What follows belongs to an exercise in optimizing a design on an open flow for small area, a short achievable clock period and few clock cycles per item; a production flow would make more cautious choices.
In this exercise RTL edits were held to simulation tests only and were not proved equivalent to the original.

## idct_1d_serial
module idct_1d_serial #(
    parameter int OFFSET = 0
) (
    input  logic        clk,
    input  logic        rst,
    input  logic [95:0] coef_in,
    input  logic        in_valid,
    output logic        in_ready,
    output logic [63:0] pix_out,
    output logic        out_valid,
    input  logic        out_ready
);
For scale: about 3500 cells after synthesis, about 170 I/O pins.
Settings: LEC_CHECK=0, ABC_CLOCK_PERIOD_IN_PS=3000, CAP_MARGIN=20, CORE_MARGIN=2, CORE_UTILIZATION=40, CTS_BUF_LIST=sky130_fd_sc_hd__clkbuf_8, SLEW_MARGIN=20; clock period 11.0 ns.
standard.sh (not shown) runs the stock make flow with config.mk's settings and CLKGATE_MAP_FILE= SYNTH_SCRIPT=/design/flow/synth_recipe.tcl, a recipe that flattens the netlist after the stock synthesis.
==> flow/flow/run.sh <==
#!/bin/bash
# Standard ORFS layout with one extra step between synthesis and floorplan:
# fixinv.py cancels the inverters that Yosys's adder extraction leaves between full-adder
# cells (a full adder is self-dual, so flipping its polarity is a pure rewiring).
# flow/make_vars.txt, if present, lists extra ORFS make variables (one per line), e.g. the
# setup slack margin repair_timing aims for.  Every tool's output goes to its own log file.
set -euo pipefail
WORK=$(pwd)
RES=$WORK/orfs/results/${FLOW_PLATFORM}/idct_1d_serial/base
EXTRA=()
if [[ -f flow/make_vars.txt ]]; then
  while IFS= read -r line; do
    [[ -n "$line" ]] && EXTRA+=("$line")
  done < flow/make_vars.txt
fi
bash standard.sh ${EXTRA[@]+"${EXTRA[@]}"} "$RES/1_2_yosys.v" > "$WORK/synth.log" 2>&1
cp "$RES/1_2_yosys.v" "$WORK/1_2_yosys.orig.v"
python3 flow/fixinv.py "$WORK/1_2_yosys.orig.v" "$RES/1_2_yosys.v" > "$WORK/fixinv.log" 2>&1
bash standard.sh ${EXTRA[@]+"${EXTRA[@]}"} finish > "$WORK/layout.log" 2>&1
Other scripts of this flow, unchanged in this note and not shown: flow/flow/fixinv.py, flow/flow/make_vars.txt
Testbench counts at the start, summed over its fixed seeds: cycles 1,624, items 1,600.
Rerun with:
PLACE_DENSITY = 0.75   (was default)
Via count goes up by 2.4%.
Critical path depth stays the same.
Worst setup slack loses 25 ps.
Sequential cell count does not change.

JK:
Starting RTL as in the previous note.
==> flow/design.v (excerpt) <==
module idct_1d_serial #(
    parameter int OFFSET = 0
) (
    input  logic        clk,
    input  logic        rst,
    input  logic [95:0] coef_in,
    input  logic        in_valid,
    output logic        in_ready,
    output logic [63:0] pix_out,
    output logic        out_valid,
    input  logic        out_ready
);
clock: 11.0 ns
lec_check: 0
abc_clock_period_in_ps: 3000
cap_margin: 20
core_margin: 2
core_utilization: 40
cts_buf_list: sky130_fd_sc_hd__clkbuf_8
slew_margin: 20
==> flow/flow/fixinv.py <==
#!/usr/bin/env python3
"""Cancel inverters around full-adder cells in a Yosys gate netlist.

A full adder is self-dual: FA(~a,~b,~c) = (~sum, ~cout).  Yosys's extract_fa picks
polarities cell by cell, which leaves inverters between adders.  This pass flips adders
(connects the complements of their inputs and complements their outputs) whenever that
lowers the number of inverters, then writes the netlist back.  The logic is unchanged.
usage: fixinv.py in.v out.v
"""
import re
import sys

OUTPINS = {'X', 'Y', 'Q', 'Q_N', 'SUM', 'COUT', 'HI', 'LO'}
INV = 'sky130_fd_sc_hd__inv_1'


def is_inv(t):
    return re.fullmatch(r'sky130_fd_sc_hd__(clk)?inv_\d+', t) is not None


def is_fa(t):
    return re.fullmatch(r'sky130_fd_sc_hd__fa_\d+', t) is not None


def main(src, dst):
    text = open(src).read()
    m = re.search(r'^(module .*?;\n)(.*?)^endmodule', text, re.S | re.M)
    head_mod, body = m.group(1), m.group(2)
    pre, post = text[:m.start()], text[m.end():]
    cell_re = re.compile(r'^  (sky130_fd_sc_hd__\w+) (\S+) \((.*?)\);\n', re.S | re.M)
    decls = []
    cells = {}
    order = []
    pos = 0
    for cm in cell_re.finditer(body):
        decls.append(body[pos:cm.start()])
        pos = cm.end()
        typ, name, pins = cm.group(1), cm.group(2), cm.group(3)
        pm = {}
        for p, n in re.findall(r'\.(\w+)\(((?:[^()])*)\)', pins):
            pm[p] = n.strip()
        cells[name] = [typ, pm]
        order.append(name)
    rest = body[pos:]
    if rest.strip():
        # assigns or other statements: keep them, but treat their nets as fixed
        pass
    declstr = ''.join(decls)
    outports = set()
    for om in re.finditer(r'^\s*output\s+(\[(\d+):(\d+)\]\s+)?(\S+?)\s*;', head_mod + declstr, re.M):
        if om.group(1):
            hi, lo = int(om.group(2)), int(om.group(3))
            for i in range(min(hi, lo), max(hi, lo) + 1):
                outports.add(f"{om.group(4)}[{i}]")
        else:
            outports.add(om.group(4))
    fixed = set(re.findall(r'[\\\w$\[\]\.]+', rest)) if rest.strip() else set()

    drv = {}
    loads = {}

    def add_load(n, c, p):
        loads.setdefault(n, set()).add((c, p))

    for c in order:
        typ, pm = cells[c]
        for p, n in pm.items():
            if p in OUTPINS:
                drv[n] = (c, p)
            else:
                add_load(n, c, p)
    for n in outports:
        add_load(n, '$PORT', n)

    cnt = [0]

    def newnet():
        cnt[0] += 1
        return f"_fixinv_{cnt[0]}_"

    def newinv(a):
        cnt[0] += 1
        c = f"_fixinvc_{cnt[0]}_"
        y = newnet()
        cells[c] = [INV, {'A': a, 'Y': y}]
        order.append(c)
        drv[y] = (c, 'Y')
        add_load(a, c, 'A')
        return c, y

    def inv_driver(n):
        d = drv.get(n)
        if d and d[0] in cells and is_inv(cells[d[0]][0]):
            return d[0]
        return None

    def inv_load(n):
        for c, p in loads.get(n, ()):
            if c != '$PORT' and c in cells and is_inv(cells[c][0]):
                return c
        return None

    def connect(c, p, n):
        old = cells[c][1][p]
        loads[old].discard((c, p))
        cells[c][1][p] = n
        add_load(n, c, p)

    def remove_cell(c):
        typ, pm = cells.pop(c)
        for p, n in pm.items():
            if p in OUTPINS:
                drv.pop(n, None)
            else:
                loads[n].discard((c, p))

    def gain(f):
        """inverters saved by flipping f (estimate)"""
        typ, pm = cells[f]
        g = 0
        for p in ('A', 'B', 'CIN'):
            n = pm[p]
            I = inv_driver(n)
            if I is not None:
                if len(loads[n]) == 1 and cells[I][1]['Y'] not in outports:
                    g += 1
            elif inv_load(n) is None:
                g -= 1
        for p in ('SUM', 'COUT'):
            o = pm[p]
            ls = loads.get(o, set())
            invs = [c for c, q in ls if c != '$PORT' and is_inv(cells[c][0])
                    and cells[c][1]['Y'] not in outports and cells[c][1]['Y'] not in fixed]
            others = len(ls) - len(invs)
            g += len(invs)
            if others:
                g -= 1
        return g

    def flip(f):
        typ, pm = cells[f]
        for p in ('A', 'B', 'CIN'):
            n = pm[p]
            I = inv_driver(n)
            if I is not None:
                connect(f, p, cells[I][1]['A'])
                if not loads[n] and n not in outports:
                    remove_cell(I)
            else:
                J = inv_load(n)
                y = cells[J][1]['Y'] if J else newinv(n)[1]
                connect(f, p, y)
        for p in ('SUM', 'COUT'):
            o = pm[p]
            o2 = newnet()
            drv.pop(o, None)
            cells[f][1][p] = o2
            drv[o2] = (f, p)
            ls = list(loads.get(o, set()))
            for c, q in ls:
                if c != '$PORT' and is_inv(cells[c][0]):
                    y = cells[c][1]['Y']
                    if y in outports or y in fixed:
                        continue
                    for c2, q2 in list(loads.get(y, set())):
                        connect(c2, q2, o2)
                    remove_cell(c)
            if loads.get(o):
                # remaining loads need the old polarity: o = ~o2
                cnt[0] += 1
                c = f"_fixinvc_{cnt[0]}_"
                cells[c] = [INV, {'A': o2, 'Y': o}]
                order.append(c)
                drv[o] = (c, 'Y')
                add_load(o2, c, 'A')

    def ninv():
        return sum(1 for c in cells if is_inv(cells[c][0]))

    before = ninv()
    fas = [c for c in order if is_fa(cells[c][0])]
    for it in range(20):
        changed = 0
        for f in fas:
            if gain(f) > 0:
                k0 = ninv()
                flip(f)
                changed += 1
        if not changed:
            break
    # merge inverters that share an input
    byin = {}
    for c in list(order):
        if c in cells and is_inv(cells[c][0]):
            a, y = cells[c][1]['A'], cells[c][1]['Y']
            if y in outports or y in fixed:
                continue
            if a in byin:
                keep = byin[a]
                ky = cells[keep][1]['Y']
                for c2, q2 in list(loads.get(y, set())):
                    connect(c2, q2, ky)
                remove_cell(c)
            else:
                byin[a] = c
    # drop inverters with no loads
    for c in list(order):
        if c in cells and is_inv(cells[c][0]):
            y = cells[c][1]['Y']
            if not loads.get(y) and y not in outports and y not in fixed:
                remove_cell(c)
    after = ninv()
    print(f"fixinv: inverters {before} -> {after}", file=sys.stderr)

    newnets = set()
    for c in order:
        if c in cells:
            for n in cells[c][1].values():
                if n.startswith('_fixinv_'):
                    newnets.add(n)
    out = [pre, head_mod, declstr]
    for n in sorted(newnets):
        out.append(f"  wire {n};\n")
    for c in order:
        if c not in cells:
            continue
        typ, pm = cells[c]
        pins = ',\n'.join(f"    .{p}({n}{' ' if n.startswith(chr(92)) else ''})" for p, n in pm.items())
        out.append(f"  {typ} {c} (\n{pins}\n  );\n")
    out.append(rest)
    out.append('endmodule')
    out.append(post)
    open(dst, 'w').write(''.join(out))


if __name__ == '__main__':
    main(sys.argv[1], sys.argv[2])
==> flow/flow/make_vars.txt <==
SETUP_SLACK_MARGIN=6.3
BUFFER_PORTS_ARGS=-buffer_cell sky130_fd_sc_hd__buf_1
Scripts as last shown in full above: flow/flow/run.sh
JK ended with every stage complete and zero timing, DRC or antenna violations.
Testbench counts of JK, summed over its fixed seeds: cycles 1,624, items 1,600.
Input changes introduced in MS (baseline for comparison: JK):
-- flow/flow/fixinv.py --
<<< JK, line 190
            break
    # merge inverters that share an input
>>> MS, line 190
            break
    # half adders whose outputs are only used inverted, or whose inputs both come from
    # inverters, become two plain gates that absorb those inverters
    AREA = {'xor2': 8.7584, 'xnor2': 8.7584, 'and2': 6.256, 'nand2': 3.7536,
            'nor2': 3.7536, 'or2': 6.256}
    OUTPIN = {'xor2': 'X', 'xnor2': 'Y', 'and2': 'X', 'nand2': 'Y', 'nor2': 'Y', 'or2': 'X'}
    INVERSE = {'xor2': 'xnor2', 'xnor2': 'xor2', 'and2': 'nand2', 'nand2': 'and2',
               'nor2': 'or2', 'or2': 'nor2'}
    nha = 0
    has = [c for c in order if c in cells and re.fullmatch(r'sky130_fd_sc_hd__ha_1', cells[c][0])]
    for h in has:
        pm = cells[h][1]
        na, nb, ns, nc = pm['A'], pm['B'], pm['SUM'], pm['COUT']
        Ia, Ib = inv_driver(na), inv_driver(nb)
        use_src = Ia is not None and Ib is not None and Ia != Ib
        if use_src:
            ia, ib = cells[Ia][1]['A'], cells[Ib][1]['A']
            sfun, cfun = 'xor2', 'nor2'
        else:
            ia, ib = na, nb
            sfun, cfun = 'xor2', 'and2'
        plan = []
        saved = 12.512
        for net, fun in ((ns, sfun), (nc, cfun)):
            ls = loads.get(net, set())
            invs = [c for c, q in ls if c != '$PORT' and is_inv(cells[c][0])
                    and cells[c][1]['Y'] not in outports and cells[c][1]['Y'] not in fixed]
            if ls and len(invs) == len(ls):
                plan.append((net, INVERSE[fun], invs))
                saved += 3.7536 * len(invs)
                saved -= AREA[INVERSE[fun]]
            else:
                plan.append((net, fun, []))
                saved -= AREA[fun]
        if use_src:
            for I, n in ((Ia, na), (Ib, nb)):
                if len(loads[n]) == 1 and cells[I][1]['Y'] not in outports:
                    saved += 3.7536
        if saved <= 0.01:
            continue
        remove_cell(h)
        for net, fun, invs in plan:
            cnt[0] += 1
            c = f"_fixinvc_{cnt[0]}_"
            if invs:
                out = cells[invs[0]][1]['Y']
                for I in invs:
                    y = cells[I][1]['Y']
                    remove_cell(I)
                    if y != out:
                        for c2, q2 in list(loads.get(y, set())):
                            connect(c2, q2, out)
            else:
                out = net
            cells[c] = ['sky130_fd_sc_hd__' + fun + '_1', {'A': ia, 'B': ib, OUTPIN[fun]: out}]
            order.append(c)
            drv[out] = (c, OUTPIN[fun])
            add_load(ia, c, 'A')
            add_load(ib, c, 'B')
        if use_src:
            for I, n in ((Ia, na), (Ib, nb)):
                if I in cells and not loads.get(n) and n not in outports:
                    remove_cell(I)
        nha += 1
    print(f"fixinv: half adders split into gates: {nha}", file=sys.stderr)

    # merge inverters that share an input
==> flow/flow/make_vars.txt <==
SETUP_SLACK_MARGIN=6.36
BUFFER_PORTS_ARGS=-buffer_cell sky130_fd_sc_hd__buf_1
==> comparison <==
- Any difference in sum of routed wire segments on met1 between MS and JK is small enough to ignore.
- Setup slack (higher): MS
- JK → MS: utilization went up by 0.44 points.
- Delta (MS minus JK): horizontal extent of the die fell by about 0.35%, total non-filler cell area in the finished layout up 300 um2.
### MS -> AL
Settings: ABC_CLOCK_PERIOD_IN_PS changed from 3000 to 1200.
-- flow/flow/fixinv.py --
<<< MS, line 190
            break
    # half adders whose outputs are only used inverted, or whose inputs both come from
    # inverters, become two plain gates that absorb those inverters
    AREA = {'xor2': 8.7584, 'xnor2': 8.7584, 'and2': 6.256, 'nand2': 3.7536,
            'nor2': 3.7536, 'or2': 6.256}
    OUTPIN = {'xor2': 'X', 'xnor2': 'Y', 'and2': 'X', 'nand2': 'Y', 'nor2': 'Y', 'or2': 'X'}
    INVERSE = {'xor2': 'xnor2', 'xnor2': 'xor2', 'and2': 'nand2', 'nand2': 'and2',
               'nor2': 'or2', 'or2': 'nor2'}
    nha = 0
    has = [c for c in order if c in cells and re.fullmatch(r'sky130_fd_sc_hd__ha_1', cells[c][0])]
    for h in has:
        pm = cells[h][1]
        na, nb, ns, nc = pm['A'], pm['B'], pm['SUM'], pm['COUT']
        Ia, Ib = inv_driver(na), inv_driver(nb)
        use_src = Ia is not None and Ib is not None and Ia != Ib
        if use_src:
            ia, ib = cells[Ia][1]['A'], cells[Ib][1]['A']
            sfun, cfun = 'xor2', 'nor2'
        else:
            ia, ib = na, nb
            sfun, cfun = 'xor2', 'and2'
        plan = []
        saved = 12.512
        for net, fun in ((ns, sfun), (nc, cfun)):
            ls = loads.get(net, set())
            invs = [c for c, q in ls if c != '$PORT' and is_inv(cells[c][0])
                    and cells[c][1]['Y'] not in outports and cells[c][1]['Y'] not in fixed]
            if ls and len(invs) == len(ls):
                plan.append((net, INVERSE[fun], invs))
                saved += 3.7536 * len(invs)
                saved -= AREA[INVERSE[fun]]
            else:
                plan.append((net, fun, []))
                saved -= AREA[fun]
        if use_src:
            for I, n in ((Ia, na), (Ib, nb)):
                if len(loads[n]) == 1 and cells[I][1]['Y'] not in outports:
                    saved += 3.7536
        if saved <= 0.01:
            continue
        remove_cell(h)
        for net, fun, invs in plan:
            cnt[0] += 1
            c = f"_fixinvc_{cnt[0]}_"
            if invs:
                out = cells[invs[0]][1]['Y']
                for I in invs:
                    y = cells[I][1]['Y']
                    remove_cell(I)
                    if y != out:
                        for c2, q2 in list(loads.get(y, set())):
                            connect(c2, q2, out)
            else:
                out = net
            cells[c] = ['sky130_fd_sc_hd__' + fun + '_1', {'A': ia, 'B': ib, OUTPIN[fun]: out}]
            order.append(c)
            drv[out] = (c, OUTPIN[fun])
            add_load(ia, c, 'A')
            add_load(ib, c, 'B')
        if use_src:
            for I, n in ((Ia, na), (Ib, nb)):
                if I in cells and not loads.get(n) and n not in outports:
                    remove_cell(I)
        nha += 1
    print(f"fixinv: half adders split into gates: {nha}", file=sys.stderr)

    # merge inverters that share an input
>>> AL, line 190
            break
    # merge inverters that share an input
==> flow/flow/make_vars.txt <==
SETUP_SLACK_MARGIN=6.45
BUFFER_PORTS_ARGS=-buffer_cell sky130_fd_sc_hd__buf_1
--- outcome ---
From MS to AL the numbers moved as follows: share of the clock period used by the worst path after layout decreased 0.27 points.
Higher total placed instance area was reported by AL, not MS.
Re sequential fraction of total cell area: AL is 0.49 points down on MS.
Looking at synthesized area, AL sits about 0.7% higher than MS does.
AL vs MS — worst hold slack rose 12 ps.
Maximum frequency of AL exceeds that of MS slightly.
Taking MS as the reference, in AL die area grew by 720 um2; total placed cells including tap cells rose by about 0.4%.
AL — area growth from synthesis to final layout 1.6 points higher, MS as reference
Relative to AL, the following input files were edited for TR:
Settings: GPL_TIMING_DRIVEN: unset -> 0; ABC_CLOCK_PERIOD_IN_PS: 1200 -> 3000.
-- flow/flow/fixinv.py --
<<< AL, line 190
            break
    # merge inverters that share an input
>>> TR, line 190
            break
    # half adders whose outputs are only used inverted, or whose inputs both come from
    # inverters, become two plain gates that absorb those inverters
    AREA = {'xor2': 8.7584, 'xnor2': 8.7584, 'and2': 6.256, 'nand2': 3.7536,
            'nor2': 3.7536, 'or2': 6.256}
    OUTPIN = {'xor2': 'X', 'xnor2': 'Y', 'and2': 'X', 'nand2': 'Y', 'nor2': 'Y', 'or2': 'X'}
    INVERSE = {'xor2': 'xnor2', 'xnor2': 'xor2', 'and2': 'nand2', 'nand2': 'and2',
               'nor2': 'or2', 'or2': 'nor2'}
    nha = 0
    has = [c for c in order if c in cells and re.fullmatch(r'sky130_fd_sc_hd__ha_1', cells[c][0])]
    for h in has:
        pm = cells[h][1]
        na, nb, ns, nc = pm['A'], pm['B'], pm['SUM'], pm['COUT']
        Ia, Ib = inv_driver(na), inv_driver(nb)
        use_src = Ia is not None and Ib is not None and Ia != Ib
        if use_src:
            ia, ib = cells[Ia][1]['A'], cells[Ib][1]['A']
            sfun, cfun = 'xor2', 'nor2'
        else:
            ia, ib = na, nb
            sfun, cfun = 'xor2', 'and2'
        plan = []
        saved = 12.512
        for net, fun in ((ns, sfun), (nc, cfun)):
            ls = loads.get(net, set())
            invs = [c for c, q in ls if c != '$PORT' and is_inv(cells[c][0])
                    and cells[c][1]['Y'] not in outports and cells[c][1]['Y'] not in fixed]
            if ls and len(invs) == len(ls):
                plan.append((net, INVERSE[fun], invs))
                saved += 3.7536 * len(invs)
                saved -= AREA[INVERSE[fun]]
            else:
                plan.append((net, fun, []))
                saved -= AREA[fun]
        if use_src:
            for I, n in ((Ia, na), (Ib, nb)):
                if len(loads[n]) == 1 and cells[I][1]['Y'] not in outports:
                    saved += 3.7536
        if saved <= 0.01:
            continue
        remove_cell(h)
        for net, fun, invs in plan:
            cnt[0] += 1
            c = f"_fixinvc_{cnt[0]}_"
            if invs:
                out = cells[invs[0]][1]['Y']
                for I in invs:
                    y = cells[I][1]['Y']
                    remove_cell(I)
                    if y != out:
                        for c2, q2 in list(loads.get(y, set())):
                            connect(c2, q2, out)
            else:
                out = net
            cells[c] = ['sky130_fd_sc_hd__' + fun + '_1', {'A': ia, 'B': ib, OUTPIN[fun]: out}]
            order.append(c)
            drv[out] = (c, OUTPIN[fun])
            add_load(ia, c, 'A')
            add_load(ib, c, 'B')
        if use_src:
            for I, n in ((Ia, na), (Ib, nb)):
                if I in cells and not loads.get(n) and n not in outports:
                    remove_cell(I)
        nha += 1
    print(f"fixinv: half adders split into gates: {nha}", file=sys.stderr)

    # merge inverters that share an input
==> flow/flow/make_vars.txt <==
SETUP_SLACK_MARGIN=6.3
BUFFER_PORTS_ARGS=-buffer_cell sky130_fd_sc_hd__buf_1
==> summary.txt <==
TR completed; timing, DRC and antenna clean. When TR is measured against AL, its worst path arrival time turns out 140 ps higher. TR vs. AL: area of the mapped netlist fell 0.72%, final non-filler cell area fell 510 um2.

what the ideal ports hide:
In the flow no input, the clock included, has a driving cell. The finished layouts below were timed again as built, in two steps. Step 1 sets driving cells, clkbuf_16 on the clock port and buf_2 on the other inputs (assumed; they add their load-dependent delay and slew). Step 2 moves the port delays by t, midway between the first and last clock arrival at a register: inputs arrive t later, outputs are due t later. That takes back most of the time a late clock gives input paths. Three values: ideal ports, drivers, drivers and shift; two values: the first two.
| run | t (ns) | slack for setup (ns) | latest minus earliest clock arrival (ns) |
|---|---|---|---|
| the first run of note 1 | 0.752 | 6.322 / 6.304 / 5.797 | 0.029 / 0.029 |
| the second run of note 1 | 0.748 | 6.297 / 6.281 / 5.831 | 0.034 / 0.034 |
| JK | 0.744 | 6.290 / 6.290 / 5.868 | 0.052 / 0.052 |
| MS | 0.751 | 6.358 / 6.347 / 5.829 | 0.042 / 0.042 |
| AL | 0.761 | 6.388 / 6.356 / 5.936 | 0.044 / 0.044 |
| TR | 0.770 | 6.236 / 6.236 / 5.681 | 0.049 / 0.049 |
After both steps setup and hold are still met in every run listed. For TR, which loses most, drivers alone change the setup slack by 0.000 ns; drivers and shift together by -0.555 ns.
